Context: an optimization exercise on an open-source flow, tuned for small area. The choices shown serve that exercise and are no tape-out recipe.
At most, simulation tests tie the RTL to the original design; equivalence was not proved.
The RTL of run 2 was laid out without a check of its function.
No activity file was given, so power comes from the tool's default toggle rates.

[design/flow/config.mk]
export PLATFORM = sky130hd
export DESIGN_NAME = ntp_auth
export DESIGN_NICKNAME = ntp_auth
export VERILOG_FILES = /design/flow/design.v
export SDC_FILE = /design/flow/constraint.sdc
export NUM_CORES = 4
export LEC_CHECK = 0
export ABC_AREA = 1
export CAP_MARGIN = 20
export CORE_MARGIN = 2
export CORE_UTILIZATION = 40
export SLEW_MARGIN = 20
[design/flow/flow/run.sh]
#!/bin/bash
# The standard layout (standard.sh, unchanged synthesis), with two changes
# to how the layout is made:
#  - the port buffers that global placement inserts are buf_1 cells
#  - the clock tree uses clkbuf_8 cells in clusters of up to 14 sinks within
#    60 um, without dummy loads
# make's output goes to standard_flow.log; each ORFS step keeps its own log
# under orfs/logs/.
bash standard.sh "BUFFER_PORTS_ARGS=-buffer_cell sky130_fd_sc_hd__buf_1" \
  "CTS_ARGS=-sink_clustering_enable -repair_clock_nets -dont_use_dummy_load -buf_list sky130_fd_sc_hd__clkbuf_8 -sink_clustering_size 14 -sink_clustering_max_diameter 60" \
  finish > standard_flow.log 2>&1
[design/flow/design.v]
`timescale 1ns/1ps
package ntp_frame_pkg;
  typedef logic [63:0]  rx_word_t;
  typedef logic [15:0]  word_cnt_t;
  typedef logic [31:0]  keyid_t;
  typedef logic [159:0] ntp_digest_t;
  typedef logic [383:0] ntp_header_t;
  typedef enum logic [1:0] {
    IP_NONE,
    IP_V4,
    IP_V6
  } ip_ver_e;
  typedef struct packed {
    logic     valid;
    rx_word_t data;
  } rx_beat_t;
  typedef struct packed {
    logic     valid;
    rx_word_t data;
  } aligned_word_t;
  typedef struct packed {
    ip_ver_e     ip_ver;
    ntp_header_t header;
    keyid_t      keyid;
    ntp_digest_t digest;
    logic        complete;
  } ntp_rx_record_t;
endpackage
`timescale 1ns/1ps
package keymem_pkg;
  typedef logic [31:0]  key_word_t;
  typedef logic [2:0]   key_index_t;
  typedef logic [159:0] auth_key_t;
  typedef struct packed {
    logic   get;
    logic [31:0] keyid;   
  } keymem_req_t;
  typedef struct packed {
    logic       ready;
    logic       key_valid;
    key_index_t key_word;
    key_word_t  key_data;
  } keymem_rsp_t;
  typedef enum logic [2:0] {
    KEY_IDLE,
    KEY_REQUEST,
    KEY_COLLECT,
    KEY_SUCCESS,
    KEY_ERROR
  } key_fsm_e;
endpackage
`timescale 1ns/1ps
module ntp_auth
(
  input  logic           i_clk,
  input  logic           i_areset,
  input  logic           i_rx_reset,
  input  logic           i_rx_valid,
  input  logic [63:0]    i_rx_data,
  input  logic           i_auth_start,
  input  logic           i_keymem_ready,
  input  logic           i_keymem_key_valid,
  input  logic [2:0]     i_keymem_key_word,
  input  logic [31:0]    i_keymem_key_data,
  output logic [1:0]     o_rx_ip_ver,
  output logic [383:0]   o_rx_header,
  output logic [31:0]    o_rx_keyid,
  output logic [159:0]   o_rx_digest,
  output logic           o_rx_complete,
  output logic           o_ready,
  output logic           o_key_ok,
  output logic [159:0]   o_key,
  output logic           o_keymem_get,
  output logic [31:0]    o_keymem_keyid
);
  logic [3:0]   cnt;
  logic [1:0]   ip_ver;      
  logic         prev_take;   
  logic         complete;
  logic [575:0] rec;
  logic         v4, v6;
  logic         take;
  logic [63:0]  head;
  assign v4   = ip_ver[0];
  assign v6   = ip_ver[1];
  assign take = i_rx_valid && !i_rx_reset && (v4 || v6) &&
                (cnt >= 4'd5) && (cnt <= 4'd13);
  assign head = i_rx_valid ? i_rx_data : 64'd0;
  always_ff @(posedge i_clk or posedge i_areset) begin
    if (i_areset) begin
      cnt       <= '0;
      ip_ver    <= 2'd0;
      prev_take <= 1'b0;
      complete  <= 1'b0;
    end else if (i_rx_reset) begin
      cnt       <= '0;
      ip_ver    <= 2'd0;
      prev_take <= 1'b0;
      complete  <= 1'b0;
    end else begin
      prev_take <= take;
      complete  <= (cnt == 4'd14) && (v4 || v6) && !prev_take;
      if (i_rx_valid) begin
        if (cnt == 4'd1 && !v6) begin
          case (i_rx_data[31:16])
            16'h0800: begin ip_ver <= 2'd1; cnt <= 4'd2; end
            16'h86DD: begin ip_ver <= 2'd2; cnt <= 4'd0; end
            default:  cnt <= 4'd2;
          endcase
        end else if (cnt != 4'd14) begin
          cnt <= cnt + 4'd1;
        end
      end
    end
  end
  always_ff @(posedge i_clk) begin
    if (take) begin
      rec[575:112] <= rec[511:48];
      rec[111:80]  <= v4 ? rec[47:16] : (prev_take ? i_rx_data[63:32] : 32'd0);
      rec[79:64]   <= prev_take ? (v4 ? i_rx_data[63:48] : i_rx_data[31:16]) : 16'd0;
      rec[63:48]   <= v4 ? i_rx_data[47:32] : i_rx_data[15:0];
    end
    if (v4 ? take : prev_take)
      rec[47:16]   <= v4 ? i_rx_data[31:0] : head[63:32];
    if (prev_take)
      rec[15:0]    <= v4 ? head[63:48] : head[31:16];
  end
  assign o_rx_ip_ver   = ip_ver;
  assign o_rx_header   = rec[575:192];
  assign o_rx_keyid    = rec[191:160];
  assign o_rx_digest   = rec[159:0];
  assign o_rx_complete = complete;
  logic [1:0]   state;
  logic         key_ok;
  logic [4:0]   seen;
  logic [4:0]   hit;
  logic [4:0]   seen_next;
  logic [31:0]  keyid;
  logic [159:0] key;
  logic         st_idle, st_req, st_col, st_fin;
  assign st_idle = (state == 2'd0);
  assign st_req  = (state == 2'd1);
  assign st_col  = (state == 2'd3);
  assign st_fin  = (state == 2'd2);
  always_comb begin
    hit = '0;
    if (i_keymem_key_valid && i_keymem_key_word < 3'd5)
      hit[i_keymem_key_word] = 1'b1;
  end
  assign seen_next = seen | hit;
  always_ff @(posedge i_clk or posedge i_areset) begin
    if (i_areset) begin
      state  <= 2'd0;
      key_ok <= 1'b0;
    end else begin
      case (state)
        2'd0: if (i_auth_start) state <= 2'd1;
        2'd1: if (i_keymem_ready) begin
                state  <= 2'd3;
                key_ok <= 1'b0;
              end
        2'd3: if (&seen_next || (i_keymem_ready && !i_keymem_key_valid))
                state <= 2'd2;
        default: begin
                state  <= 2'd0;
                key_ok <= &seen;
              end
      endcase
    end
  end
  always_ff @(posedge i_clk) begin
    seen <= st_req ? 5'd0 : seen_next;
    if (st_idle)
      keyid <= rec[191:160];
    for (int n = 0; n < 5; n++)
      if (st_col && hit[n])
        key[n*32 +: 32] <= i_keymem_key_data;
  end
  assign o_ready        = st_idle;
  assign o_key_ok       = key_ok;
  assign o_key          = key;
  assign o_keymem_get   = st_req && i_keymem_ready;
  assign o_keymem_keyid = keyid;
endmodule
[design/flow/standard.sh]
#!/bin/bash
# synth_recipe.tcl (not shown) runs the flow's synth.tcl, then flattens the netlist and writes it again
# the make line also repeats each setting of config.mk as NAME=value (left out here)
make -C /OpenROAD-flow-scripts/flow DESIGN_CONFIG=/design/flow/config.mk WORK_HOME=/design/flow/orfs CLKGATE_MAP_FILE= SYNTH_SCRIPT=/design/flow/synth_recipe.tcl "${@:-finish}"
[design/flow/constraint.sdc]
create_clock -name core_clock -period 5.0 [get_ports {i_clk}]
set_input_delay 1.0000 -clock core_clock [delete_from_list [all_inputs] [get_ports {i_clk}]]
set_output_delay 1.0000 -clock core_clock [all_outputs]
set_load 0.01 [all_outputs]
==> impl_metrics.tcl, run 1 <==
set metrics [dict create \
    status "no timing/DRC/antenna violations" \
    grt_setup_unrepaired "false" \
    hold_viol_final 0 \
    cts_buffers 69 \
    ys_warn_count 1 \
    final_cell_mix "buf_1, edfxtp_1, nand2_1" \
    met1_usage_pct 31.6 \
    firstDrtPassIters 5 \
    p_clk_share_pct 28.9 \
    routedWlPerCell_um 29.3 \
    num_io_pins 880 \
    nNetsFinal 2277 \
    grt_pass1_wl_um 118000 \
    finalWorstSetupSlack_ns 1.54 \
    layout_commonest_cell "buf_1" \
    fin_crit_sh_pct 69.2 \
    grtUsageTotal_pct 26.2 \
    swShare_pct 22.0 \
    setup_viol 0 \
    synth_cells 1218 \
    cts_resized 0 \
    tightest_slew_ns 1.06 \
    die_y_um 256 \
    synth_cell_type_count 31 \
    max_cap_violations 0 \
    wirelength_um 88200 \
    period_needed_ns 3.46 \
    required_ns 5.34 \
    antenna_found_initial 9 \
    switchingPower_mw 2.45 \
    drv_slew 0 \
    use_met3_pct 14.1 \
    tritoncts "built" \
    postCtsHoldBufs 0 \
    vias_per_cell 5.02 \
    tns_ns 0 \
    die_area_sq_um 65700 \
    cts.htree.levels 3 \
    clock_latency_ns 0.67 \
    worstPathMaxFanout 127 \
    layout-drive-gt1-share_pct 5.61 \
    fillers 5454 \
    grt_remaining_overflow 0 \
    clock-root-buffer "clkbuf_8" \
    cts.sinks 784 \
    initial_utilization_pct 40.5 \
    clk_pin_slew_ns 0.10 \
    max_freq_mhz 289 \
    cts.path.max_buffers 3 \
    crit_type "flop to flop" \
    ir_worst_vdd_mv 0.399 \
    num_rows 92 \
    fp.coreArea_sq_um 63000 \
    ant_nets 0 \
    synth_nets 1335 \
    seqPwrFrac_pct 66.0 \
    drt-initial-drc-count 1740 \
    met2_usage_pct 40.8 \
    area_growth_pct 21.4 \
    power_density_nw_per_um2 359 \
    grt_pass1_vias 14700 \
    avgSynthCellArea_sq_um 20.9 \
    leakage_nw 9.65 \
    start_kind "flop" \
    arrival_ns 3.80 \
    drc 0 \
    finalClockSkew_ns 0.0754 \
    die_x_um 256 \
    port_buffers 879 \
    yosysSeqAreaShare_pct 92.0 \
    combPwrFrac_pct 5.1 \
    post_cts_buffers 0 \
    place_ws_ns 1.47 \
    crit_path_end_kind "flop" \
    netlist_area_sq_um 25500 \
    p_int_mw 8.66 \
    dp_hpwl_um 68900 \
    synth-seq-cells 784 \
    place_congestion 0.968 \
    grt_max_degree 160 \
    min_path_type "input pin to async pin" \
    vias 15100 \
    busiest_layer "met2" \
    maxSlewHeadroom_pct 29.5 \
]
[per-layer routing]
| layer | wire [um] | share of wire, % |
|---|---|---|
| met5 | 12 | 0.014 |
| met4 | 2280 | 2.6 |
| met3 | 12400 | 14 |
| met2 | 41200 | 47 |
| met1 | 32300 | 37 |
[cells in the mapped netlist, drive strengths merged]
cell / count / area (sq um)
edfxtp: 768 / 23100
nand2: 118 / 468
inv: 85 / 319
o21ai: 79 / 395
nor2: 51 / 221
o22ai: 23 / 144
clkbuf: 17 / 63.8
dfrtp: 11 / 275
ha: 11 / 138
nand3: 9 / 45.0
a21oi: 7 / 35.0
buf: 7 / 38.8
nand4: 7 / 43.8
nor4: 6 / 43.8
dfxtp: 5 / 100
nor3: 5 / 25.0
a31oi: 2 / 12.5
clkinv: 2 / 7.51
nand3b: 1 / 7.51
o21a: 1 / 7.51
o41ai: 1 / 8.76
or2: 1 / 6.26
or3: 1 / 6.26
[final timing paths]
check	depth (start not counted)	slack (ns)	endpoint	start
hold / removal	2	0.38	state[1]	i_areset
max in group asynchronous	2	4.19	state[0]	i_areset
setup reg to reg	6	1.54	rec[467]	ip_ver[0]
hold reg to reg	0	0.42	rec[310]	rec[246]
setup / recovery	6	1.54	rec[467]	ip_ver[0]
min in group core_clock	0	0.42	rec[310]	rec[246]
[flip-flops by register name, indices dropped and copies added (netlist names)]
register	flops
ip_ver	2
complete	1
keyid	32
key_ok	1
prev_take	1
key	160
rec	576
state	2
seen	5
cnt	4
[cell families (layout without fill, tap and decap cells)]
| kind of cell | after synthesis | count (layout) | share of synthesized area, % |
|---|---|---|---|
| buffers and inverters | 111 | 1051 | 1.68 |
| adder cells (fa/ha/maj) | 11 | 11 | 0.540 |
| AO/OA/AOI/OAI | 113 | 113 | 2.37 |
| flip-flops | 784 | 784 | 92.0 |
| AND/OR/NAND/NOR | 199 | 199 | 3.40 |
| other | 0 | 5 | 0 |
[cell type report]
| type | count | area, sq um | area share (%) |
|---|---|---|---|
| multi-input combinational | 323 | 1650 | 5.32 |
| sequential | 784 | 23400 | 75.8 |
| tap | 846 | 1060 | 3.42 |
| antenna | 5 | 12.5 | 0.0404 |
| timing repair buffer | 895 | 3470 | 11.2 |
| inverter | 87 | 355 | 1.15 |
| clock buffer | 69 | 950 | 3.07 |
[critical path: stages, from the launching register on]
cell	delay, ns
dfrtp_4	0.72
inv_2	0.38
nand2_1	0.22
nand2_4	0.08
nor4_4	0.59
buf_12	0.53
buf_4	0.46
[power by group through the flow]
stage | Clock, mW | Sequential [mW] | Combinational (mW)
2_1_floorplan | 0 | 7.52 | 0.232
3_3_place_gp | 0 | 7.48 | 0.560
3_5_place_dp | 0 | 7.48 | 0.570
4_1_cts | 3.29 | 7.33 | 0.572
5_1_grt | 3.49 | 7.34 | 0.618
6_report | 3.21 | 7.33 | 0.571
[through the flow]
step	total power, mW	instances	util (%)	instance area, sq um	hold slack (ns)
after floorplan	7.75	1218	-	25500	0.451
after CTS	11.2	3004	49.1	30900	0.347
after global routing	11.5	3008	49.1	30900	0.362
final	11.1	3009	49.1	30900	0.383
after global placement	8.03	2935	47.6	30000	0.429
after detailed placement	8.05	2935	47.6	30000	0.429
==> run 2: changes to the inputs <==
--- a/design/flow/design.v
+++ b/design/flow/design.v
@@ -81,10 +81,8 @@
   logic         v4, v6;
   logic         take;
-  logic [63:0]  head;
   assign v4   = ip_ver[0];
   assign v6   = ip_ver[1];
   assign take = i_rx_valid && !i_rx_reset && (v4 || v6) &&
                 (cnt >= 4'd5) && (cnt <= 4'd13);
-  assign head = i_rx_valid ? i_rx_data : 64'd0;
   always_ff @(posedge i_clk or posedge i_areset) begin
     if (i_areset) begin
@@ -114,15 +112,21 @@
     end
   end
+  logic         v4_pt, v6_pt, v4_hd, v6_hd, low_en;
+  assign v4_pt  = v4 && prev_take;
+  assign v6_pt  = v6 && prev_take;
+  assign v4_hd  = v4 && i_rx_valid;
+  assign v6_hd  = v6 && i_rx_valid;
+  assign low_en = (v4 && take) || v6_pt;
   always_ff @(posedge i_clk) begin
     if (take) begin
       rec[575:112] <= rec[511:48];
-      rec[111:80]  <= v4 ? rec[47:16] : (prev_take ? i_rx_data[63:32] : 32'd0);
-      rec[79:64]   <= prev_take ? (v4 ? i_rx_data[63:48] : i_rx_data[31:16]) : 16'd0;
-      rec[63:48]   <= v4 ? i_rx_data[47:32] : i_rx_data[15:0];
+      rec[111:80]  <= ({32{v4}}    & rec[47:16])        | ({32{v6_pt}} & i_rx_data[63:32]);
+      rec[79:64]   <= ({16{v4_pt}} & i_rx_data[63:48])  | ({16{v6_pt}} & i_rx_data[31:16]);
+      rec[63:48]   <= ({16{v4}}    & i_rx_data[47:32])  | ({16{v6}}    & i_rx_data[15:0]);
     end
-    if (v4 ? take : prev_take)
-      rec[47:16]   <= v4 ? i_rx_data[31:0] : head[63:32];
+    if (low_en)
+      rec[47:16]   <= ({32{v4}}    & i_rx_data[31:0])   | ({32{v6_hd}} & i_rx_data[63:32]);
     if (prev_take)
-      rec[15:0]    <= v4 ? head[63:48] : head[31:16];
+      rec[15:0]    <= ({16{v4_hd}} & i_rx_data[63:48])  | ({16{v6_hd}} & i_rx_data[31:16]);
   end
   assign o_rx_ip_ver   = ip_ver;
==> design/flow/flow/run.sh (replaced) <==
#!/bin/bash
bash standard.sh "BUFFER_PORTS_ARGS=-buffer_cell sky130_fd_sc_hd__buf_1" \
  "CTS_ARGS=-sink_clustering_enable -repair_clock_nets -dont_use_dummy_load -buf_list sky130_fd_sc_hd__clkbuf_8 -sink_clustering_size 14 -sink_clustering_max_diameter 60" \
  finish > standard_flow.log 2>&1
--- a/design/flow/config.mk
+++ b/design/flow/config.mk
@@ -6,7 +6,7 @@
 export NUM_CORES = 4
 export LEC_CHECK = 0
-export ABC_AREA = 1
 export CAP_MARGIN = 20
 export CORE_MARGIN = 2
 export CORE_UTILIZATION = 40
+export PLACE_DENSITY = 0.85
 export SLEW_MARGIN = 20
==> impl_metrics.tcl, run 2 <==
set metrics [dict create \
    status "no timing/DRC/antenna violations" \
    grt_pass1_wl_um 133000 \
    cts_resized 0 \
    ir_worst_vdd_mv 0.237 \
    ant_nets 0 \
    p_clk_share_pct 29.6 \
    grt_remaining_overflow 0 \
    nNetsFinal 2093 \
    leakage_nw 9.27 \
    yosys_most_used_dff "edfxtp_1" \
    die_area_sq_um 65400 \
    total_power_mw 11.1 \
    r2r_setup_slack_ns 1.84 \
    regToRegStartpoint "ip_ver[1]" \
    setup_viol 0 \
    layout_commonest_cell "buf_1" \
    crit_type "flop to output pin" \
    reg2reg_to "rec[41]" \
    tns_ns 0 \
    max_freq_mhz 315 \
    fin_crit_sh_pct 63.4 \
    layout-drive-gt1-share_pct 5.37 \
    max_cap_violations 0 \
    synth_cell_type_count 47 \
    worstPathMaxFanout 43 \
    whs_ns 0.417 \
    synth_nets 1154 \
    largest_reg_flops 576 \
    die_y_um 256 \
    hold_viol_final 0 \
    min_path_type "input pin to async pin" \
    grt_max_degree 141 \
    clock_latency_ns 0.65 \
    wirelength_um 103000 \
    vias 15400 \
    initial_utilization_pct 40.3 \
    top_register "rec" \
    required_ns 4.00 \
    post_cts_buffers 0 \
    place_congestion 1.10 \
    final_cell_mix "buf_1, edfxtp_1, a22o_1" \
    drt-initial-drc-count 2387 \
    post-route-util_pct 48.9 \
    ys_warn_count 1 \
    num_io_pins 880 \
    swShare_pct 22.0 \
    fillers 5279 \
    antenna_found_initial 24 \
    finalWorstSetupSlack_ns 1.83 \
    cts_buffers 71 \
    switchingPower_mw 2.43 \
    ys_top_cells_by_area "edfxtp_1, a22o_1, dfrtp_1, ha_1, dfxtp_1" \
    dp_hpwl_um 81900 \
    num_rows 92 \
    synth_most_common_cell "edfxtp_1" \
    crit_path_end_kind "output pin" \
    final_area_sq_um 30700 \
    grt_pass1_vias 14300 \
    die_x_um 256 \
    vias_per_cell 5.46 \
    routedWlPerCell_um 36.5 \
    clock-root-buffer "clkbuf_8" \
    dp_cells 2749 \
    grt_setup_unrepaired "false" \
    synth_top_area_share_pct 91.0 \
    synth_cells 1037 \
    synth_edf_count 768 \
    finalClockSkew_ns 0.0815 \
    area_growth_pct 21.4 \
    cts.sinks 784 \
    firstDrtPassIters 6 \
    power_density_nw_per_um2 361 \
    p_int_mw 8.65 \
    fp.coreArea_sq_um 62900 \
    port_buffers 879 \
    largest_registers "rec x576, key x160, keyid x32" \
    maxSlewHeadroom_pct 27.1 \
    fin_cells 2823 \
    synth-seq-cells 784 \
    avgSynthCellArea_sq_um 24.4 \
    start_kind "flop" \
    place_ws_ns 1.65 \
    yosysSeqAreaShare_pct 92.5 \
    synth_top_cell_by_area "edfxtp_1" \
    tritoncts "built" \
    drv_slew 0 \
    seqPwrFrac_pct 65.8 \
    combPwrFrac_pct 4.6 \
    tightest_slew_ns 1.09 \
    period_needed_ns 3.17 \
    async_flop_share_pct 1.40 \
    arrival_ns 2.17 \
    grtUsageTotal_pct 30.7 \
    netlist_area_sq_um 25300 \
    post_dp_cell_area_sq_um 29800 \
    drc 0 \
    clk_pin_slew_ns 0.09 \
    cts.htree.levels 3 \
    synthTopCellsByCount "edfxtp_1, a22o_1, clkbuf_1, nor2_1" \
    cts.path.max_buffers 3 \
    postCtsHoldBufs 0 \
    r2r_cells 4 \
]
-- run 2: how the worst max path moves through the flow --
stage | slack [ns] | start | to
final | 1.83 | ip_ver[0] | o_rx_ip_ver[0]
after global routing | 1.70 | ip_ver[0] | o_rx_ip_ver[0]
after CTS | 1.79 | ip_ver[0] | o_rx_ip_ver[0]
after detailed placement | 1.65 | i_rx_valid | rec[16]
after global placement | 1.69 | i_rx_valid | rec[34]
after floorplan | -9.96 | i_rx_reset | rec[16]
-- run 2: worst max-delay path: stages, from the launching register on --
cell	delay, ns
dfrtp_2	0.40
buf_4	0.41
buf_4	0.52
buf_1	0.20
-- run 2: power groups by stage --
stage | Combinational, mW | Clock (mW) | Sequential (mW)
floorplan | 0.197 | 0 | 7.47
global placement | 0.484 | 0 | 7.43
detailed placement | 0.507 | 0 | 7.44
CTS | 0.509 | 3.34 | 7.29
global route | 0.539 | 3.55 | 7.30
finish | 0.512 | 3.28 | 7.29
-- run 2: layer usage --
layer	vias to the layer above	global-route usage [%]	part of all wire, %
met2	1234	45.4	44
met3	137	13.9	14
li1	6044	-	-
met1	7995	42.5	40
met5	-	0	0.026
met4	4	5.69	1.8
-- run 2: cell families after synthesis --
logic type / Yosys count / share of synthesized area [%]
buf+inv: 40 / 0.652
fa+ha+maj: 11 / 0.543
compound gates: 133 / 4.54
flops: 784 / 92.5
xor+xnor: 2 / 0.0692
simple gates: 63 / 1.51
mux: 4 / 0.158
-- run 2: cell type report --
cell class	instances	area (sq um)	share of cell area, %
repair buffers	895	3460	11.2
diodes	3	7.51	0.0244
clock buffers	71	977	3.18
flip-flops and latches	784	23400	76.2
well taps	846	1060	3.44
inverters	11	41.3	0.134
multi-input cells	213	1760	5.73
==> run 3: changes to the inputs <==
--- a/design/flow/design.v
+++ b/design/flow/design.v
@@ -135,5 +135,5 @@
   assign o_rx_digest   = rec[159:0];
   assign o_rx_complete = complete;
-  logic [1:0]   state;
+  logic         s0, s1;
   logic         key_ok;
   logic [4:0]   seen;
@@ -142,33 +142,27 @@
   logic [31:0]  keyid;
   logic [159:0] key;
-  logic         st_idle, st_req, st_col, st_fin;
-  assign st_idle = (state == 2'd0);
-  assign st_req  = (state == 2'd1);
-  assign st_col  = (state == 2'd3);
-  assign st_fin  = (state == 2'd2);
+  logic         st_idle, st_req, st_col, st_fin, col_end;
+  assign st_idle = !s1 && !s0;
+  assign st_req  = !s1 &&  s0;
+  assign st_col  =  s1 &&  s0;
+  assign st_fin  =  s1 && !s0;
   always_comb begin
-    hit = '0;
-    if (i_keymem_key_valid && i_keymem_key_word < 3'd5)
-      hit[i_keymem_key_word] = 1'b1;
+    for (int n = 0; n < 5; n++)
+      hit[n] = i_keymem_key_valid && (i_keymem_key_word == 3'(n));
   end
   assign seen_next = seen | hit;
+  assign col_end   = &seen_next || (i_keymem_ready && !i_keymem_key_valid);
   always_ff @(posedge i_clk or posedge i_areset) begin
     if (i_areset) begin
-      state  <= 2'd0;
+      s0     <= 1'b0;
+      s1     <= 1'b0;
       key_ok <= 1'b0;
     end else begin
-      case (state)
-        2'd0: if (i_auth_start) state <= 2'd1;
-        2'd1: if (i_keymem_ready) begin
-                state  <= 2'd3;
-                key_ok <= 1'b0;
-              end
-        2'd3: if (&seen_next || (i_keymem_ready && !i_keymem_key_valid))
-                state <= 2'd2;
-        default: begin
-                state  <= 2'd0;
-                key_ok <= &seen;
-              end
-      endcase
+      s0 <= s1 ? (s0 && !col_end) : (s0 || i_auth_start);
+      s1 <= s0 ? (s1 || i_keymem_ready) : 1'b0;
+      if (st_req && i_keymem_ready)
+        key_ok <= 1'b0;
+      else if (st_fin)
+        key_ok <= &seen;
     end
   end
==> impl_metrics.tcl, run 3 <==
set metrics [dict create \
    leakage_nw 9.84 \
    arrival_ns 3.43 \
    ys_warn_count 1 \
    grt_pass1_vias 14000 \
    grt_setup_unrepaired "false" \
    layout_commonest_cell "buf_1" \
    cts.sinks 784 \
    die_x_um 255 \
    largest_registers "rec x576, key x160, keyid x32" \
    synth_cells 1026 \
    layout-drive-gt1-share_pct 5.11 \
    tritoncts "built" \
    num_io_pins 880 \
    largest_reg_flops 576 \
    vias_per_cell 5.44 \
    cts_buffers 69 \
    synth_most_common_cell "edfxtp_1" \
    area_growth_pct 21.4 \
    place_congestion 0.998 \
    reg2reg_to "rec[427]" \
    clock-root-buffer "clkbuf_8" \
    drc 0 \
    drt-initial-drc-count 2431 \
    status "no timing/DRC/antenna violations" \
    power_density_nw_per_um2 359 \
    yosysSeqAreaShare_pct 93.1 \
    netlist_area_sq_um 25200 \
    synth-seq-cells 784 \
    routedWlPerCell_um 34.7 \
    synth_nets 1136 \
    fin_crit_sh_pct 63.3 \
    drv_slew 0 \
    r2r_setup_slack_ns 1.84 \
    post-route-util_pct 49.4 \
    tns_ns 0 \
    period_needed_ns 3.16 \
    max_cap_violations 0 \
    synth_edf_count 768 \
    antenna_found_initial 13 \
    fp.coreArea_sq_um 61900 \
    r2r_cells 4 \
    nNetsFinal 2069 \
    fillers 5078 \
    vias 15200 \
    die_area_sq_um 65000 \
    clk_pin_slew_ns 0.10 \
    total_power_mw 11.0 \
    start_kind "flop" \
    cts.path.max_buffers 3 \
    ir_worst_vdd_mv 0.280 \
    synth_top_area_share_pct 91.6 \
    synthTopCellsByCount "edfxtp_1, a22o_1, nor2_1, clkbuf_1, dfrtp_1" \
    min_path_type "input pin to async pin" \
    grtUsageTotal_pct 28.7 \
    clock_latency_ns 0.65 \
    tightest_slew_ns 1.09 \
    yosys_most_used_dff "edfxtp_1" \
    crit_path_end_kind "flop" \
    cts.htree.levels 3 \
    firstDrtPassIters 6 \
    ys_top_cells_by_area "edfxtp_1, a22o_1, dfrtp_1, dfxtp_1, nor2_1" \
    final_area_sq_um 30600 \
    initial_utilization_pct 40.7 \
    cts_resized 0 \
    synth_top_cell_by_area "edfxtp_1" \
    final_cell_mix "buf_1, edfxtp_1, a22o_1" \
    regToRegStartpoint "ip_ver[1]" \
    dp_hpwl_um 77000 \
    die_y_um 255 \
    ant_nets 0 \
    required_ns 5.26 \
    grt_max_degree 116 \
    finalClockSkew_ns 0.0739 \
    wirelength_um 97100 \
    avgSynthCellArea_sq_um 24.5 \
    top_register "rec" \
    post_dp_cell_area_sq_um 29600 \
    max_freq_mhz 316 \
    async_flop_share_pct 1.40 \
    hold_viol_final 0 \
    num_rows 91 \
    maxSlewHeadroom_pct 27.3 \
    grt_remaining_overflow 0 \
    crit_type "flop to flop" \
    grt_pass1_wl_um 123000 \
    postCtsHoldBufs 0 \
    worstPathMaxFanout 105 \
    synth_cell_type_count 44 \
    port_buffers 879 \
    setup_viol 0 \
    post_cts_buffers 0 \
]
==> run 3: cell types whose count changed in the layout (fill, tap and decap cells not counted), moves of 3 or more <==
cell and change:
diode_2 +3, buf_4 -4, ha_1 -6, nor2b_1 +3, inv_1 -4, nor2_4 +3
a31oi_1 +3, nand3_1 +3
==> run 3: kinds of logic (layout without fill, tap and decap cells) <==
| kind of cell | after synthesis | after routing | share of synthesized area [%] |
|---|---|---|---|
| and+or+nand+nor | 64 | 64 | 1.44 |
| buffers and inverters | 38 | 969 | 0.720 |
| other | 0 | 6 | 0 |
| DFF | 784 | 784 | 93.1 |
| AOI/OAI and AO/OA | 134 | 134 | 4.49 |
| muxes | 2 | 2 | 0.0795 |
| adders and majority gates | 4 | 4 | 0.199 |
==> run 3: critical path, cell delays in order (launching register included) <==
cell and delay [ns]:
dfrtp_1 1.06, o21bai_4 0.16, nor3_4 0.23, buf_12 0.48
buf_4 0.68
==> run 3: through the flow <==
stage	hold slack [ns]	instances	worst slack, ns
after detailed placement	0.430	2725	1.64
after global routing	0.308	2795	1.68
after global placement	0.430	2725	1.76
after CTS	0.276	2794	1.92
after floorplan	0.462	1026	-9.96
final	0.320	2800	1.84
==> run 3: layout make-up <==
cell class | instances | area [sq um] | share of cell area (%)
Sequential cell | 784 | 23400 | 76.7
Tap cell | 837 | 1050 | 3.43
Multi-Input combinational cell | 204 | 1630 | 5.32
Timing Repair Buffer | 893 | 3470 | 11.3
Antenna cell | 6 | 15.0 | 0.0491
Clock buffer | 69 | 950 | 3.11
Inverter | 7 | 26.3 | 0.0859
==> run 3: per-layer routing <==
layer  wire [um]  global-route usage, %  vias to the layer above
met2       40700                   38.9                     1211
li1            -                      -                     6002
met1       38600                   40.6                     7902
met4        1740                   5.63                        6
met5          41                      0                        -
met3       16100                   16.1                      121
==> run 3: worst max path at each step <==
stage / start / to / slack [ns] / cells past startpoint
after global placement: i_rx_valid / rec[524] / 1.76 / 5
after CTS: ip_ver[1] / rec[329] / 1.92 / 4
after global routing: ip_ver[1] / rec[300] / 1.68 / 4
after floorplan: i_rx_reset / rec[16] / -9.96 / 3
after detailed placement: i_keymem_key_valid / key[71] / 1.64 / 5
final: ip_ver[1] / rec[427] / 1.84 / 4
==> run 3: where the power goes <==
group	internal, mW	switching [mW]	leakage [nW]
clock network	1.24	1.93	0.496
registers	7.27	0.0768	7.61
logic	0.103	0.348	1.74
total	8.61	2.36	9.84
==> run 4: changes to the inputs <==
==> design/flow/flow/run.sh (replaced) <==
#!/bin/bash
bash standard.sh "BUFFER_PORTS_ARGS=-buffer_cell sky130_fd_sc_hd__buf_1" \
  "CTS_ARGS=-sink_clustering_enable -repair_clock_nets -dont_use_dummy_load -buf_list sky130_fd_sc_hd__clkbuf_8 -sink_clustering_size 17 -sink_clustering_max_diameter 60" \
  finish > standard_flow.log 2>&1
==> impl_metrics.tcl, run 4 <==
set metrics [dict create \
    ys_warn_count 1 \
    avgSynthCellArea_sq_um 24.5 \
    die_x_um 255 \
    clk_pin_slew_ns 0.11 \
    cpLargestDelayFamily "buffers and inverters" \
    tritoncts "built" \
    place_ws_ns 1.64 \
    cts.sinks 784 \
    num_io_pins 880 \
    routedWlPerCell_um 34.7 \
    drv_slew 0 \
    dp_cells 2725 \
    num_rows 91 \
    wirelength_um 96600 \
    grtUsageTotal_pct 28.6 \
    cp_slowest_cell "dfrtp_1" \
    grt_pass1_vias 13800 \
    largest_registers "rec x576, key x160, keyid x32" \
    synth_edf_count 768 \
    post_cts_buffers 0 \
    vias_per_cell 5.41 \
    synth_cell_type_count 44 \
    yosys_most_used_dff "edfxtp_1" \
    async_flop_share_pct 1.40 \
    synth_nets 1136 \
    synthTopCellsByCount "edfxtp_1, a22o_1, nor2_1, clkbuf_1, dfrtp_1" \
    firstDrtPassIters 5 \
    max_freq_mhz 324 \
    leakage_nw 9.75 \
    ant_nets 0 \
    maxSlewHeadroom_pct 26.0 \
    largest_reg_flops 576 \
    synth_most_common_cell "edfxtp_1" \
    arrival_ns 3.37 \
    nNetsFinal 2056 \
    synth_top_cell_by_area "edfxtp_1" \
    area_growth_pct 20.7 \
    port_buffers 879 \
    worst-path-buf-inv 2 \
    finalWorstSetupSlack_ns 1.92 \
    r2r_setup_slack_ns 1.92 \
    tightest_slew_ns 1.11 \
    worstPathCellList "o21bai_4, nor3_4, buf_12, buf_4" \
    ys_top_cells_by_area "edfxtp_1, a22o_1, dfrtp_1, dfxtp_1, nor2_1" \
    drt-initial-drc-count 2186 \
    crit_type "flop to flop" \
    top_register "rec" \
    cts.htree.levels 2 \
    crit_path_end_kind "flop" \
    grt_max_degree 116 \
    post_dp_cell_area_sq_um 29600 \
    die_area_sq_um 65000 \
    vias 15100 \
    fin_crit_sh_pct 61.7 \
    yosysSeqAreaShare_pct 93.1 \
    finalClockSkew_ns 0.0751 \
    grt_remaining_overflow 0 \
    layout-drive-gt1-share_pct 4.48 \
    r2r_cells 4 \
    clock-root-buffer "clkbuf_8" \
    min_path_type "input pin to async pin" \
    antenna_found_initial 15 \
    ir_worst_vdd_mv 0.270 \
    final_cell_mix "buf_1, edfxtp_1, a22o_1" \
    synth_top_area_share_pct 91.6 \
    grt_setup_unrepaired "false" \
    die_y_um 255 \
    hold_viol_final 0 \
    dp_hpwl_um 77000 \
    period_needed_ns 3.08 \
    start_kind "flop" \
    synth_cells 1026 \
    power_density_nw_per_um2 351 \
    layout_commonest_cell "buf_1" \
    fp.coreArea_sq_um 61900 \
    cts.path.max_buffers 3 \
    max_cap_violations 0 \
    required_ns 5.29 \
    setup_viol 0 \
    place_congestion 0.998 \
    drc 0 \
    path_depth 4 \
    worstPathMaxFanout 105 \
    grt_pass1_wl_um 123000 \
    netlist_area_sq_um 25200 \
    postCtsHoldBufs 0 \
    fin_cells 2784 \
    cts_buffers 56 \
    clock_latency_ns 0.67 \
    cts_resized 0 \
    initial_utilization_pct 40.7 \
    status "no timing/DRC/antenna violations" \
    critPathMaxStageDelay_ns 1.05 \
    final_area_sq_um 30400 \
    synth-seq-cells 784 \
]
## run 4: cell counts after synthesis
No cell type changed its count.
## run 4: power breakdown
| part | switching, mW | internal (mW) |
|---|---|---|
| clock network | 1.88 | 0.999 |
| logic | 0.344 | 0.103 |
| registers | 0.0778 | 7.27 |
| total | 2.30 | 8.37 |
## run 4: kinds of logic after synthesis
| group | synth area share, % |
|---|---|
| simple gates | 1.44 |
| buf+inv | 0.720 |
| mux | 0.0795 |
| flops | 93.1 |
| compound gates | 4.49 |
| fa+ha+maj | 0.199 |
## run 4: routing by layer
layer,track usage (%),share of wire (%)
met2,38.4,42
met4,6.60,2.2
met3,16.6,17
met5,0,0.057
met1,39.7,39
## run 4: path summary, 6_finish.rpt
check	startpoint	to
worst max-delay path	ip_ver[1]	rec[77]
worst min-delay path	i_areset	cnt[2]
worst max register to register	ip_ver[1]	rec[77]
worst min register to register	rec[115]	rec[179]
max in group asynchronous	i_areset	complete
min in group core_clock	rec[115]	rec[179]
## run 4: area by class of cell
type                       instances  area, sq um
inverter                           7         26.3
fill                            5087        31600
timing repair buffer             893         3470
multi-input combinational        204         1630
clock buffer                      56          771
antenna                            3         7.51
sequential                       784        23400
tap                              837         1050
## run 4: through the flow
step | TNS (ns) | hold slack [ns] | util [%] | power, mW
6_report | 0 | 0.303 | 49.1 | 10.7
5_1_grt | 0 | 0.299 | 49.0 | 11.0
3_5_place_dp | 0 | 0.430 | 47.8 | 7.94
2_1_floorplan | -5141.93 | 0.462 | - | 7.65
4_1_cts | 0 | 0.262 | 49.0 | 10.7
3_3_place_gp | 0 | 0.430 | 47.8 | 7.92
==> run 5: changes to the inputs <==
==> design/flow/flow/run.sh (replaced) <==
#!/bin/bash
bash standard.sh "BUFFER_PORTS_ARGS=-buffer_cell sky130_fd_sc_hd__buf_1" \
  "CTS_ARGS=-sink_clustering_enable -repair_clock_nets -dont_use_dummy_load -buf_list sky130_fd_sc_hd__clkbuf_4 -sink_clustering_size 9 -sink_clustering_max_diameter 40" \
  finish > standard_flow.log 2>&1
==> impl_metrics.tcl, run 5 <==
set metrics [dict create \
    postCtsHoldBufs 0 \
    r2r_cells 4 \
    grtUsageTotal_pct 28.8 \
    largest_reg_flops 576 \
    clock-root-buffer "clkbuf_4" \
    synth_cell_type_count 44 \
    grt_max_degree 116 \
    cp_slowest_cell "dfrtp_1" \
    initial_utilization_pct 40.7 \
    async_flop_share_pct 1.40 \
    crit_path_end_kind "output pin" \
    required_ns 4.00 \
    largest_registers "rec x576, key x160, keyid x32" \
    synthTopCellsByCount "edfxtp_1, a22o_1, nor2_1, clkbuf_1, dfrtp_1" \
    multi_input_area_sq_um 1630 \
    drt-initial-drc-count 2065 \
    post-route-util_pct 49.2 \
    dp_cells 2725 \
    post_cts_buffers 0 \
    fin_crit_sh_pct 63.3 \
    antenna_found_initial 14 \
    min_path_type "input pin to async pin" \
    drv_slew 0 \
    tightest_slew_ns 1.11 \
    tns_ns 0 \
    grt_pass1_vias 14300 \
    die_y_um 255 \
    firstDrtPassIters 5 \
    setup_viol 0 \
    power_density_nw_per_um2 352 \
    synth_top_cell_by_area "edfxtp_1" \
    ys_top_cells_by_area "edfxtp_1, a22o_1, dfrtp_1, dfxtp_1, nor2_1" \
    worstPathCellList "nor2b_1, and2_1, buf_1" \
    arrival_ns 2.17 \
    fillers 5118 \
    drc 0 \
    crit_type "flop to output pin" \
    clk_pin_slew_ns 0.08 \
    status "no timing/DRC/antenna violations" \
    final_cell_mix "buf_1, edfxtp_1, a22o_1" \
    yosysSeqAreaShare_pct 93.1 \
    max_freq_mhz 316 \
    layout_commonest_cell "buf_1" \
    vias 15400 \
    die_area_sq_um 65000 \
    fp.coreArea_sq_um 61900 \
    cts.path.max_buffers 3 \
    synth_edf_count 768 \
    num_io_pins 880 \
    cts_buffers 110 \
    port_buffers 879 \
    regArea_sq_um 23400 \
    grt_remaining_overflow 0 \
    cts_resized 0 \
    netlist_area_sq_um 25200 \
    period_needed_ns 3.17 \
    clock_latency_ns 0.85 \
    routedWlPerCell_um 34.1 \
    synth_cells 1026 \
    num_rows 91 \
    yosys_most_used_dff "edfxtp_1" \
    nNetsFinal 2110 \
    hold_viol_final 0 \
    synth-seq-cells 784 \
    leakage_nw 9.85 \
    synth_nets 1136 \
    synth_most_common_cell "edfxtp_1" \
    grt_setup_unrepaired "false" \
    cts.htree.levels 3 \
    dp_hpwl_um 77000 \
    start_kind "flop" \
    vias_per_cell 5.41 \
    top_register "rec" \
    maxSlewHeadroom_pct 25.9 \
    max_cap_violations 0 \
    worstPathMaxFanout 8 \
    ys_warn_count 1 \
    wirelength_um 96900 \
    ant_nets 0 \
    area_growth_pct 20.9 \
    tritoncts "built" \
    finalClockSkew_ns 0.106 \
    fin_cells 2842 \
    avgSynthCellArea_sq_um 24.5 \
    place_congestion 0.998 \
    grt_pass1_wl_um 124000 \
    die_x_um 255 \
    ir_worst_vdd_mv 0.275 \
    layout-drive-gt1-share_pct 7.06 \
    synth_top_area_share_pct 91.6 \
    critPathMaxStageDelay_ns 0.55 \
    cts.sinks 784 \
]
run 5: changes by cell type in the layout (fill, tap and decap cells not counted):
cell	change
clkbuf_8	-56
diode_2	+4
clkbuf_4	+110
run 5: critical path: cells and delay by family, from the launching register on:
kind / cells / cell delay (ns)
buf+inv: 1 / 0.15
simple gates: 2 / 0.61
flops: 1 / 0.55
run 5: through the flow:
stage | hold WS, ns | instance area, sq um | setup slack, ns | power [mW]
after floorplan | 0.462 | 25200 | -9.96 | 7.65
after global placement | 0.430 | 29600 | 1.76 | 7.92
after detailed placement | 0.430 | 29600 | 1.64 | 7.94
after CTS | 0.0304 | 30400 | 1.74 | 10.8
after global routing | 0.0858 | 30400 | 1.70 | 11.1
final | 0.136 | 30500 | 1.83 | 10.7
run 5: routing by layer:
layer | vias up | wire length, um | global-route usage, % | part of all wire [%]
met5 | - | 55 | 0 | 0.057
met4 | 8 | 2010 | 6.57 | 2.1
met3 | 150 | 16900 | 17.7 | 17
met2 | 1286 | 40400 | 38.5 | 42
met1 | 7798 | 37500 | 39.6 | 39
li1 | 6127 | - | - | -
run 5: final timing paths:
kind                           start            to  slack, ns
setup / recovery                  s0  o_keymem_get       1.83
hold / removal              i_areset            s1       0.14
setup reg to reg           ip_ver[1]      rec[329]       1.90
hold reg to reg             rec[298]      rec[362]       0.38
max in group asynchronous   i_areset        cnt[3]       4.45
min in group core_clock     rec[298]      rec[362]       0.38
run 5: kinds of logic (layout without fill, tap and decap cells):
family	count (synthesis)	in the layout	share of synthesized area, %
flip-flops	784	784	93.1
multiplexers	2	2	0.0795
AND/OR/NAND/NOR	64	64	1.44
AO/OA/AOI/OAI	134	134	4.49
adder cells (fa/ha/maj)	4	4	0.199
buffers and inverters	38	1010	0.720
other	0	7	0
run 5: power by group:
part	leakage [nW]	internal [mW]	switching, mW
registers	7.61	7.27	0.0772
logic	1.74	0.103	0.346
clock network	0.506	1.00	1.93
run 5: layout make-up:
| class | count | area share, % |
|---|---|---|
| Multi-Input combinational cell | 204 | 5.35 |
| Inverter | 7 | 0.0863 |
| Clock buffer | 110 | 2.71 |
| Timing Repair Buffer | 893 | 11.4 |
| Tap cell | 837 | 3.44 |
| Antenna cell | 7 | 0.0575 |
| Sequential cell | 784 | 77.0 |
==> run 6: changes to the inputs <==
==> design/flow/flow/run.sh (replaced) <==
#!/bin/bash
# The standard layout (standard.sh, unchanged synthesis), with two changes
# to how the layout is made:
#  - the port buffers that global placement inserts are buf_1 cells
#  - the clock tree uses clkbuf_8 cells in clusters of up to 17 sinks within
#    60 um, without dummy loads
# make's output goes to standard_flow.log; each ORFS step keeps its own log
# under orfs/logs/.
bash standard.sh "BUFFER_PORTS_ARGS=-buffer_cell sky130_fd_sc_hd__buf_1" \
  "CTS_ARGS=-sink_clustering_enable -repair_clock_nets -dont_use_dummy_load -buf_list sky130_fd_sc_hd__clkbuf_8 -sink_clustering_size 17 -sink_clustering_max_diameter 60" \
  finish > standard_flow.log 2>&1
--- a/design/flow/config.mk
+++ b/design/flow/config.mk
@@ -9,4 +9,4 @@
 export CORE_MARGIN = 2
 export CORE_UTILIZATION = 40
-export PLACE_DENSITY = 0.85
+export PLACE_DENSITY = 0.95
 export SLEW_MARGIN = 20
==> impl_metrics.tcl, run 6 <==
set metrics [dict create \
    fin_cells 2789 \
    power_density_nw_per_um2 352 \
    port_buffers 879 \
    area_growth_pct 20.8 \
    tritoncts "built" \
    yosys_most_used_dff "edfxtp_1" \
    antenna_found_initial 13 \
    setup_viol 0 \
    synth_cells 1026 \
    synth_nets 1136 \
    whs_ns 0.355 \
    tightest_slew_ns 1.16 \
    arrival_ns 2.03 \
    maxSlewHeadroom_pct 22.7 \
    drc 0 \
    grt_remaining_overflow 0 \
    clock-root-buffer "clkbuf_8" \
    routedWlPerCell_um 34.2 \
    postCtsHoldBufs 0 \
    synth_most_common_cell "edfxtp_1" \
    grt_pass1_wl_um 119000 \
    final_cell_mix "buf_1, edfxtp_1, a22o_1" \
    fp.coreArea_sq_um 61900 \
    place_congestion 1.00 \
    fin_crit_sh_pct 60.6 \
    crit_type "flop to output pin" \
    die_x_um 255 \
    min_path_type "input pin to async pin" \
    largest_registers "rec x576, key x160, keyid x32" \
    vias 15100 \
    ys_top_cells_by_area "edfxtp_1, a22o_1, dfrtp_1, dfxtp_1, nor2_1" \
    period_needed_ns 3.03 \
    leakage_nw 9.78 \
    grtUsageTotal_pct 27.9 \
    layout-drive-gt1-share_pct 4.77 \
    hold_viol_final 0 \
    vias_per_cell 5.42 \
    largest_reg_flops 576 \
    grt_setup_unrepaired "false" \
    wirelength_um 95500 \
    tns_ns 0 \
    ant_nets 0 \
    synth_top_area_share_pct 91.6 \
    avgSynthCellArea_sq_um 24.5 \
    cts.htree.levels 2 \
    fillers 4943 \
    max_freq_mhz 330 \
    netlist_area_sq_um 25200 \
    nNetsFinal 2062 \
    ir_worst_vdd_mv 0.269 \
    grt_max_degree 128 \
    cts_buffers 58 \
    start_kind "flop" \
    synth-seq-cells 784 \
    die_y_um 255 \
    clock_latency_ns 0.73 \
    drt-initial-drc-count 2302 \
    max_cap_violations 0 \
    top_register "rec" \
    finalClockSkew_ns 0.130 \
    grt_pass1_vias 13500 \
    synthTopCellsByCount "edfxtp_1, a22o_1, nor2_1, clkbuf_1, dfrtp_1" \
    num_rows 91 \
    crit_path_end_kind "output pin" \
    drv_slew 0 \
    num_io_pins 880 \
    initial_utilization_pct 40.7 \
    dp_cells 2728 \
    yosysSeqAreaShare_pct 93.1 \
    layout_commonest_cell "buf_1" \
    cts.sinks 784 \
    dp_hpwl_um 76500 \
    die_area_sq_um 65000 \
    synth_top_cell_by_area "edfxtp_1" \
    required_ns 4.00 \
    clk_pin_slew_ns 0.10 \
    synth_cell_type_count 44 \
    cts.path.max_buffers 3 \
    worstPathMaxFanout 16 \
    cts_resized 0 \
    firstDrtPassIters 6 \
    async_flop_share_pct 1.40 \
    status "no timing/DRC/antenna violations" \
    post_cts_buffers 0 \
    synth_edf_count 768 \
    ys_warn_count 1 \
]
## run 6: cell counts after synthesis
Identical to the previous run, type by type.
## run 6: per-stage QoR
step                power [mW]  cell area [sq um]  util, %  worst slack [ns]
detailed placement        7.93              29600     47.8              1.94
finish                    10.7              30400     49.1              1.97
CTS                       10.7              30400     49.1              1.86
floorplan                 7.65              25200        -             -9.96
global route              11.0              30400     49.1              1.86
global placement          7.90              29600     47.8              1.97
## run 6: kinds of logic (layout without fill, tap and decap cells)
| family | Yosys count | in the layout | share of synthesized area (%) |
|---|---|---|---|
| and+or+nand+nor | 64 | 64 | 1.44 |
| buffers and inverters | 38 | 962 | 0.720 |
| other | 0 | 2 | 0 |
| DFF | 784 | 784 | 93.1 |
| muxes | 2 | 2 | 0.0795 |
| AOI/OAI and AO/OA | 134 | 134 | 4.49 |
| adders and majority gates | 4 | 4 | 0.199 |
## run 6: per-layer routing
layer / part of all wire [%] / wire length (um) / global-route usage, %
met5: 0.076 / 73 / 0
met1: 37 / 35200 / 37.0
met4: 2.8 / 2720 / 7.07
met3: 20 / 19400 / 20.2
met2: 40 / 38100 / 36.1
## run 6: final timing paths
check	startpoint	end	slack, ns	cells after the start
min in group core_clock	rec[116]	rec[180]	0.38	0
max in group asynchronous	i_areset	cnt[0]	4.20	2
worst min register to register	rec[116]	rec[180]	0.38	0
worst min-delay path	i_areset	s0	0.36	2
worst max-delay path	s0	o_ready	1.97	2
worst max register to register	ip_ver[1]	rec[33]	2.42	2
## run 6: power breakdown
part | switching [mW] | internal, mW
logic | 0.345 | 0.103
clock network | 1.87 | 1.03
registers | 0.0729 | 7.27
## run 6: final cells by class
| type | instances | area [sq um] | share of cell area, % |
|---|---|---|---|
| inverter | 7 | 26.3 | 0.0863 |
| timing repair buffer | 897 | 3490 | 11.5 |
| antenna | 2 | 5.00 | 0.0164 |
| sequential | 784 | 23400 | 77.0 |
| tap | 837 | 1050 | 3.44 |
| clock buffer | 58 | 798 | 2.62 |
| multi-input combinational | 204 | 1620 | 5.33 |
## run 6: worst max-delay path, stage by stage, from the launching register on
cell,delay (ns)
dfrtp_1,0.50
nor2_4,0.64
buf_1,0.22
==> run 7: changes to the inputs <==
--- a/design/flow/config.mk
+++ b/design/flow/config.mk
@@ -6,7 +6,7 @@
 export NUM_CORES = 4
 export LEC_CHECK = 0
-export CAP_MARGIN = 20
+export CAP_MARGIN = 5
 export CORE_MARGIN = 2
 export CORE_UTILIZATION = 40
-export PLACE_DENSITY = 0.95
-export SLEW_MARGIN = 20
+export PLACE_DENSITY = 0.85
+export SLEW_MARGIN = 5
==> impl_metrics.tcl, run 7 <==
set metrics [dict create \
    start_kind "flop" \
    worstPathMaxFanout 105 \
    grt_remaining_overflow 0 \
    fp.coreArea_sq_um 61900 \
    postCtsHoldBufs 0 \
    top_register "rec" \
    layout_commonest_cell "buf_1" \
    leakage_nw 9.75 \
    synth_cells 1026 \
    synth-seq-cells 784 \
    maxSlewHeadroom_pct 22.3 \
    synth_top_cell_by_area "edfxtp_1" \
    critPathMaxStageDelay_ns 1.03 \
    final_cell_mix "buf_1, edfxtp_1, a22o_1" \
    wirelength_um 96500 \
    cts_resized 0 \
    routedWlPerCell_um 34.7 \
    largest_reg_flops 576 \
    power_density_nw_per_um2 351 \
    switchingPower_mw 2.30 \
    drt-initial-drc-count 2188 \
    largest_registers "rec x576, key x160, keyid x32" \
    cp_slowest_cell "dfrtp_1" \
    yosysSeqAreaShare_pct 93.1 \
    ys_top_cells_by_area "edfxtp_1, a22o_1, dfrtp_1, dfxtp_1, nor2_1" \
    grt_pass1_vias 13800 \
    post_cts_buffers 0 \
    period_needed_ns 3.07 \
    antenna_found_initial 15 \
    grt_max_degree 116 \
    max_cap_violations 0 \
    dp_hpwl_um 77000 \
    synth_nets 1136 \
    nNetsFinal 2056 \
    status "no timing/DRC/antenna violations" \
    total_power_mw 10.7 \
    fin_cells 2784 \
    async_flop_share_pct 1.40 \
    grt_setup_unrepaired "false" \
    ys_warn_count 1 \
    fillers 5091 \
    vias_per_cell 5.40 \
    tightest_slew_ns 1.17 \
    clk_pin_slew_ns 0.11 \
    whs_ns 0.308 \
    required_ns 5.32 \
    finalClockSkew_ns 0.0730 \
    final_area_sq_um 30400 \
    ant_nets 0 \
    dp_cells 2725 \
    clock_latency_ns 0.68 \
    max_freq_mhz 326 \
    clock-root-buffer "clkbuf_8" \
    worstPathCellList "o21bai_4, nor3_4, buf_12, buf_4" \
    grt_pass1_wl_um 123000 \
    cts.path.max_buffers 3 \
    swShare_pct 21.6 \
    initial_utilization_pct 40.7 \
    avgSynthCellArea_sq_um 24.5 \
    drv_slew 0 \
    hold_viol_final 0 \
    place_ws_ns 1.64 \
    ir_worst_vdd_mv 0.272 \
    netlist_area_sq_um 25200 \
    setup_viol 0 \
    seqPwrFrac_pct 68.8 \
    grtUsageTotal_pct 28.6 \
    regArea_sq_um 23400 \
    firstDrtPassIters 6 \
    p_clk_share_pct 27.0 \
    arrival_ns 3.39 \
    worst-path-buf-inv 2 \
    die_x_um 255 \
    combPwrFrac_pct 4.2 \
    vias 15000 \
    crit_type "flop to flop" \
    cts_buffers 56 \
    synth_edf_count 768 \
    fin_crit_sh_pct 61.4 \
    synth_cell_type_count 44 \
    die_area_sq_um 65000 \
    synthTopCellsByCount "edfxtp_1, a22o_1, nor2_1, clkbuf_1, dfrtp_1" \
    cts.htree.levels 2 \
    layout-drive-gt1-share_pct 4.48 \
    synth_most_common_cell "edfxtp_1" \
    synth_top_area_share_pct 91.6 \
    area_growth_pct 20.7 \
    min_path_type "input pin to async pin" \
    p_int_mw 8.37 \
    place_congestion 0.998 \
    cpLargestDelayFamily "buffers and inverters" \
    yosys_most_used_dff "edfxtp_1" \
    post_dp_cell_area_sq_um 29600 \
    drc 0 \
    cts.sinks 784 \
    port_buffers 879 \
    tritoncts "built" \
    num_io_pins 880 \
    finalWorstSetupSlack_ns 1.93 \
    multi_input_area_sq_um 1630 \
    crit_path_end_kind "flop" \
    die_y_um 255 \
    num_rows 91 \
]
## run 7: cell types whose count changed in the layout (fill, tap and decap cells not counted), sizes merged
cell    change
buf         -4
clkbuf      -2
diode       +1
## run 7: worst reg2reg max path, cell delays in order (launching register included)
cell	delay (ns)
dfrtp_1	1.03
o21bai_4	0.17
nor3_4	0.22
buf_12	0.47
buf_4	0.82
## run 7: final timing paths
path / startpoint / endpoint / slack, ns / depth (start not counted)
worst max-delay path: ip_ver[1] / rec[520] / 1.93 / 4
worst min-delay path: i_areset / cnt[2] / 0.31 / 2
worst max register to register: ip_ver[1] / rec[520] / 1.93 / 4
worst min register to register: rec[115] / rec[179] / 0.40 / 0
max in group asynchronous: i_areset / complete / 4.29 / 2
min in group core_clock: rec[115] / rec[179] / 0.40 / 0
## run 7: cells by family after synthesis
| group | Yosys count | share of synthesized area [%] |
|---|---|---|
| flops | 784 | 93.1 |
| compound gates | 134 | 4.49 |
| simple gates | 64 | 1.44 |
| buf+inv | 38 | 0.720 |
| fa+ha+maj | 4 | 0.199 |
| mux | 2 | 0.0795 |
## run 7: area by class of cell
| class | count | area share (%) |
|---|---|---|
| antenna | 3 | 0.0247 |
| inverter | 7 | 0.0865 |
| multi-input combinational | 204 | 5.35 |
| clock buffer | 56 | 2.54 |
| timing repair buffer | 893 | 11.4 |
| tap | 837 | 3.45 |
| sequential | 784 | 77.1 |
## run 7: metrics by stage
step	TNS, ns	util (%)
after floorplan	-5141.93	-
after global placement	0	47.8
after detailed placement	0	47.8
after CTS	0	49.0
after global routing	0	49.0
final	0	49.1
## run 7: layer usage
metal  part of all wire (%)  GRT usage [%]
met1                     39           39.7
met2                     42           38.4
met3                     17           16.6
met4                    2.2           6.60
met5                  0.085              0
## run 7: power groups by stage
| stage | Sequential, mW | Clock (mW) | Combinational [mW] |
|---|---|---|---|
| floorplan | 7.52 | 0 | 0.131 |
| global placement | 7.49 | 0 | 0.429 |
| detailed placement | 7.50 | 0 | 0.444 |
| CTS | 7.34 | 2.94 | 0.447 |
| global route | 7.36 | 3.12 | 0.472 |
| finish | 7.35 | 2.88 | 0.448 |
==> run 8: changes to the inputs <==
--- a/design/flow/config.mk
+++ b/design/flow/config.mk
@@ -6,7 +6,7 @@
 export NUM_CORES = 4
 export LEC_CHECK = 0
-export CAP_MARGIN = 5
+export CAP_MARGIN = 0
 export CORE_MARGIN = 2
 export CORE_UTILIZATION = 40
 export PLACE_DENSITY = 0.85
-export SLEW_MARGIN = 5
+export SLEW_MARGIN = 0
==> impl_metrics.tcl, run 8 <==
set metrics [dict create \
    leakage_nw 9.75 \
    vias_per_cell 5.40 \
    drv_slew 0 \
    clock_latency_ns 0.68 \
    r2r_setup_slack_ns 1.93 \
    initial_utilization_pct 40.7 \
    synth-seq-cells 784 \
    max_cap_violations 0 \
    synth_cell_type_count 44 \
    cts_buffers 56 \
    yosys_most_used_dff "edfxtp_1" \
    cts.path.max_buffers 3 \
    avgSynthCellArea_sq_um 24.5 \
    fin_cells 2784 \
    clock-root-buffer "clkbuf_8" \
    synth_top_area_share_pct 91.6 \
    cts.sinks 784 \
    grt_max_degree 116 \
    die_y_um 255 \
    tritoncts "built" \
    reg2reg_to "rec[520]" \
    fin_crit_sh_pct 61.4 \
    routedWlPerCell_um 34.7 \
    setup_viol 0 \
    dp_cells 2725 \
    tightest_slew_ns 1.17 \
    r2r_cells 4 \
    synth_nets 1136 \
    area_growth_pct 20.7 \
    synth_cells 1026 \
    nNetsFinal 2056 \
    synth_most_common_cell "edfxtp_1" \
    cts_resized 0 \
    start_kind "flop" \
    power_density_nw_per_um2 351 \
    layout-drive-gt1-share_pct 4.48 \
    die_area_sq_um 65000 \
    dp_hpwl_um 77000 \
    ir_worst_vdd_mv 0.272 \
    grtUsageTotal_pct 28.6 \
    synth_edf_count 768 \
    drt-initial-drc-count 2188 \
    min_path_type "input pin to async pin" \
    postCtsHoldBufs 0 \
    worst-path-buf-inv 2 \
    yosysSeqAreaShare_pct 93.1 \
    grt_pass1_wl_um 123000 \
    path_depth 4 \
    crit_path_end_kind "flop" \
    total_power_mw 10.7 \
    clk_pin_slew_ns 0.11 \
    wirelength_um 96500 \
    ys_top_cells_by_area "edfxtp_1, a22o_1, dfrtp_1, dfxtp_1, nor2_1" \
    synthTopCellsByCount "edfxtp_1, a22o_1, nor2_1, clkbuf_1, dfrtp_1" \
    post_cts_buffers 0 \
    async_flop_share_pct 1.40 \
    place_congestion 0.998 \
    drc 0 \
    largest_reg_flops 576 \
    arrival_ns 3.39 \
    final_cell_mix "buf_1, edfxtp_1, a22o_1" \
    fp.coreArea_sq_um 61900 \
    cp_slowest_cell "dfrtp_1" \
    max_freq_mhz 326 \
    grt_pass1_vias 13800 \
    layout_commonest_cell "buf_1" \
    worstPathCellList "o21bai_4, nor3_4, buf_12, buf_4" \
    grt_setup_unrepaired "false" \
    die_x_um 255 \
    netlist_area_sq_um 25200 \
    cpLargestDelayFamily "buffers and inverters" \
    status "no timing/DRC/antenna violations" \
    synth_top_cell_by_area "edfxtp_1" \
    largest_registers "rec x576, key x160, keyid x32" \
    antenna_found_initial 15 \
    crit_type "flop to flop" \
    hold_viol_final 0 \
    finalClockSkew_ns 0.0730 \
    ys_warn_count 1 \
    top_register "rec" \
    grt_remaining_overflow 0 \
    firstDrtPassIters 6 \
    regToRegStartpoint "ip_ver[1]" \
    required_ns 5.32 \
    cp-startpoint "ip_ver[1]" \
    port_buffers 879 \
    vias 15000 \
    critPathMaxStageDelay_ns 1.03 \
    num_rows 91 \
    period_needed_ns 3.07 \
    ant_nets 0 \
    maxSlewHeadroom_pct 22.3 \
    worstPathMaxFanout 105 \
    num_io_pins 880 \
    cts.htree.levels 2 \
]
run 8: cell counts in the layout (fill, tap and decap cells not counted):
No cell type changed its count.
run 8: report_power, final:
| part | total [mW] | internal [mW] | switching [mW] |
|---|---|---|---|
| combinational | 0.448 | 0.103 | 0.346 |
| clock | 2.88 | 0.999 | 1.88 |
| sequential | 7.35 | 7.27 | 0.0771 |
run 8: stage by stage:
step	setup TNS, ns	instance area [sq um]	worst slack [ns]	util, %	hold slack (ns)
2_1_floorplan	-5141.93	25200	-9.96	-	0.462
3_3_place_gp	0	29600	1.76	47.8	0.430
4_1_cts	0	30400	1.94	49.0	0.262
6_report	0	30400	1.93	49.1	0.308
5_1_grt	0	30400	1.73	49.0	0.299
3_5_place_dp	0	29600	1.64	47.8	0.430
run 8: cell families (layout without fill, tap and decap cells):
logic type,count (synthesis),after routing,share of synthesized area [%]
and+or+nand+nor,64,64,1.44
AOI/OAI and AO/OA,134,134,4.49
adders and majority gates,4,4,0.199
buffers and inverters,38,956,0.720
other,0,3,0
DFF,784,784,93.1
muxes,2,2,0.0795
run 8: layout make-up:
cell class	count	area, sq um
fillers	5091	31600
diodes	3	7.51
flip-flops and latches	784	23400
multi-input cells	204	1630
repair buffers	893	3470
clock buffers	56	771
inverters	7	26.3
well taps	837	1050
run 8: how the worst max path moves through the flow:
stage	endpoint	slack, ns
3_5_place_dp	key[71]	1.64
2_1_floorplan	rec[16]	-9.96
4_1_cts	rec[77]	1.94
3_3_place_gp	rec[524]	1.76
5_1_grt	rec[427]	1.73
6_report	rec[520]	1.93
run 8: routing by layer:
| layer | part of all wire (%) | vias up | global-route usage [%] |
|---|---|---|---|
| met5 | 0.085 | - | 0 |
| met3 | 17 | 148 | 16.6 |
| met4 | 2.2 | 12 | 6.60 |
| li1 | - | 5969 | - |
| met2 | 42 | 1165 | 38.4 |
| met1 | 39 | 7746 | 39.7 |
run 8: worst reg2reg max path: stages (launching register included):
cell and delay (ns):
dfrtp_1 1.03, o21bai_4 0.17, nor3_4 0.22, buf_12 0.47
buf_4 0.82
==> run 9: changes to the inputs <==
--- a/design/flow/config.mk
+++ b/design/flow/config.mk
@@ -6,7 +6,7 @@
 export NUM_CORES = 4
 export LEC_CHECK = 0
-export CAP_MARGIN = 0
+export CAP_MARGIN = 20
 export CORE_MARGIN = 2
 export CORE_UTILIZATION = 40
 export PLACE_DENSITY = 0.85
-export SLEW_MARGIN = 0
+export SLEW_MARGIN = 20
==> impl_metrics.tcl, run 9 <==
set metrics [dict create \
    status "no timing/DRC/antenna violations" \
    regArea_sq_um 23400 \
    die_x_um 255 \
    clk_pin_slew_ns 0.11 \
    fp.coreArea_sq_um 61900 \
    worstPathCellList "o21bai_4, nor3_4, buf_12, buf_4" \
    tns_ns 0 \
    max_freq_mhz 324 \
    whs_ns 0.303 \
    grt_setup_unrepaired "false" \
    maxSlewHeadroom_pct 26.0 \
    arrival_ns 3.37 \
    multi_input_area_sq_um 1630 \
    yosys_most_used_dff "edfxtp_1" \
    r2r_cells 4 \
    worstPathMaxFanout 105 \
    port_buffers 879 \
    drt-initial-drc-count 2186 \
    synth_most_common_cell "edfxtp_1" \
    largest_registers "rec x576, key x160, keyid x32" \
    synth_top_area_share_pct 91.6 \
    grt_remaining_overflow 0 \
    grt_max_degree 116 \
    power_density_nw_per_um2 351 \
    cts_resized 0 \
    async_flop_share_pct 1.40 \
    firstDrtPassIters 5 \
    cts.htree.levels 2 \
    wirelength_um 96600 \
    postCtsHoldBufs 0 \
    place_congestion 0.998 \
    grt_pass1_wl_um 123000 \
    antenna_found_initial 15 \
    tightest_slew_ns 1.11 \
    leakage_nw 9.75 \
    routedWlPerCell_um 34.7 \
    synth_top_cell_by_area "edfxtp_1" \
    final_cell_mix "buf_1, edfxtp_1, a22o_1" \
    synth_nets 1136 \
    fin_crit_sh_pct 61.7 \
    max_cap_violations 0 \
    largest_reg_flops 576 \
    setup_viol 0 \
    crit_type "flop to flop" \
    min_path_type "input pin to async pin" \
    cts.sinks 784 \
    synth_edf_count 768 \
    place_ws_ns 1.64 \
    cp_slowest_cell "dfrtp_1" \
    dp_hpwl_um 77000 \
    cts.path.max_buffers 3 \
    clock_latency_ns 0.67 \
    ir_worst_vdd_mv 0.270 \
    cp-startpoint "ip_ver[1]" \
    hold_viol_final 0 \
    nNetsFinal 2056 \
    synth_cell_type_count 44 \
    tritoncts "built" \
    crit_end "rec[77]" \
    clock-root-buffer "clkbuf_8" \
    netlist_area_sq_um 25200 \
    vias 15100 \
    num_io_pins 880 \
    initial_utilization_pct 40.7 \
    synth_cells 1026 \
    drc 0 \
    grtUsageTotal_pct 28.6 \
    cts_buffers 56 \
    area_growth_pct 20.7 \
    grt_pass1_vias 13800 \
    ant_nets 0 \
    fillers 5087 \
    synthTopCellsByCount "edfxtp_1, a22o_1, nor2_1, clkbuf_1, dfrtp_1" \
    yosysSeqAreaShare_pct 93.1 \
    ys_warn_count 1 \
    post_cts_buffers 0 \
    finalWorstSetupSlack_ns 1.92 \
    crit_path_end_kind "flop" \
    die_area_sq_um 65000 \
    synth-seq-cells 784 \
    vias_per_cell 5.41 \
    regToRegStartpoint "ip_ver[1]" \
    layout_commonest_cell "buf_1" \
    required_ns 5.29 \
    finalClockSkew_ns 0.0751 \
    avgSynthCellArea_sq_um 24.5 \
    layout-drive-gt1-share_pct 4.48 \
    period_needed_ns 3.08 \
    r2r_setup_slack_ns 1.92 \
    drv_slew 0 \
    start_kind "flop" \
    critPathMaxStageDelay_ns 1.05 \
    die_y_um 255 \
    reg2reg_to "rec[77]" \
    ys_top_cells_by_area "edfxtp_1, a22o_1, dfrtp_1, dfxtp_1, nor2_1" \
    top_register "rec" \
    num_rows 91 \
]
-- run 9: cell count changes in the layout (fill, tap and decap cells not counted) --
cell and delta:
and2_2 -1, and2_4 +1
-- run 9: power breakdown --
group | leakage, nW | internal, mW | switching (mW)
sequential | 7.61 | 7.27 | 0.0778
combinational | 1.74 | 0.103 | 0.344
clock | 0.403 | 0.999 | 1.88
-- run 9: per-stage QoR --
step                instances  instance area [sq um]  total power, mW  utilization, %
floorplan                1026                  25200             7.65               -
detailed placement       2725                  29600             7.94            47.8
global route             2782                  30400             11.0            49.0
CTS                      2781                  30400             10.7            49.0
global placement         2725                  29600             7.92            47.8
finish                   2784                  30400             10.7            49.1
-- run 9: routing by layer --
layer	global-route usage (%)	vias up	wire [um]
li1	-	5967	-
met1	39.7	7751	37900
met2	38.4	1192	40200
met3	16.6	151	16300
met4	6.60	8	2160
met5	0	-	55
-- run 9: cell families after synthesis --
logic type	after synthesis	synth area share [%]
simple gates	64	1.44
flops	784	93.1
buf+inv	38	0.720
compound gates	134	4.49
mux	2	0.0795
fa+ha+maj	4	0.199
-- run 9: worst min-delay path by stage --
| stage | endpoint | cells after the start |
|---|---|---|
| 3_5_place_dp | rec[381] | 0 |
| 3_3_place_gp | rec[414] | 0 |
| 6_report | cnt[2] | 2 |
| 2_1_floorplan | seen[1] | 2 |
| 4_1_cts | cnt[2] | 2 |
| 5_1_grt | cnt[0] | 2 |
-- run 9: worst max-delay path: cells and delay by family (launching register included) --
kind | cells | cell delay (ns)
simple gates | 1 | 0.22
compound gates | 1 | 0.16
buf+inv | 2 | 1.14
flops | 1 | 1.05
-- run 9: layout make-up --
class                           count  area share, %
Clock buffer                       56           2.54
Inverter                            7         0.0865
Multi-Input combinational cell    204           5.36
Antenna cell                        3         0.0247
Timing Repair Buffer              893           11.4
Sequential cell                   784           77.1
Tap cell                          837           3.45

==> what the ideal ports hide <==
The flow's constraints put no driver on any port. The routed layouts listed below were extracted and timed again, unchanged, in two steps. Step 1 (the two cells are an assumption about what drives the block):
set clk [get_ports {i_clk}]
set_driving_cell -lib_cell sky130_fd_sc_hd__clkbuf_16 $clk
set_driving_cell -lib_cell sky130_fd_sc_hd__buf_2 [delete_from_list [all_inputs] $clk]
Step 2 moves the port delays by t, midway between the first and last clock arrival at a register: inputs arrive t later, outputs are due t later. That takes back most of the time a late clock gives input paths. Slacks: ideal ports / drivers / drivers and shift; pairs: ideal ports / drivers.
| run | t, ns | setup WS [ns] | worst slew at a driven data input, ns |
|---|---|---|---|
| run 1 | 0.691 | 1.538 / 1.538 / 1.448 | 0.15 |
| run 2 | 0.682 | 1.828 / 1.765 / 1.565 | 0.11 |
| run 3 | 0.677 | 1.836 / 1.836 / 1.573 | 0.18 |
| run 4 | 0.712 | 1.917 / 1.917 / 1.600 | 0.19 |
| run 5 | 0.869 | 1.834 / 1.778 / 1.564 | 0.18 |
| run 6 | 0.725 | 1.970 / 1.911 / 1.869 | 0.16 |
| run 7 | 0.716 | 1.930 / 1.930 / 1.627 | 0.19 |
| run 8 | 0.716 | 1.930 / 1.930 / 1.627 | 0.19 |
| run 9 | 0.712 | 1.917 / 1.917 / 1.600 | 0.19 |
After both steps every run listed still meets setup and hold.
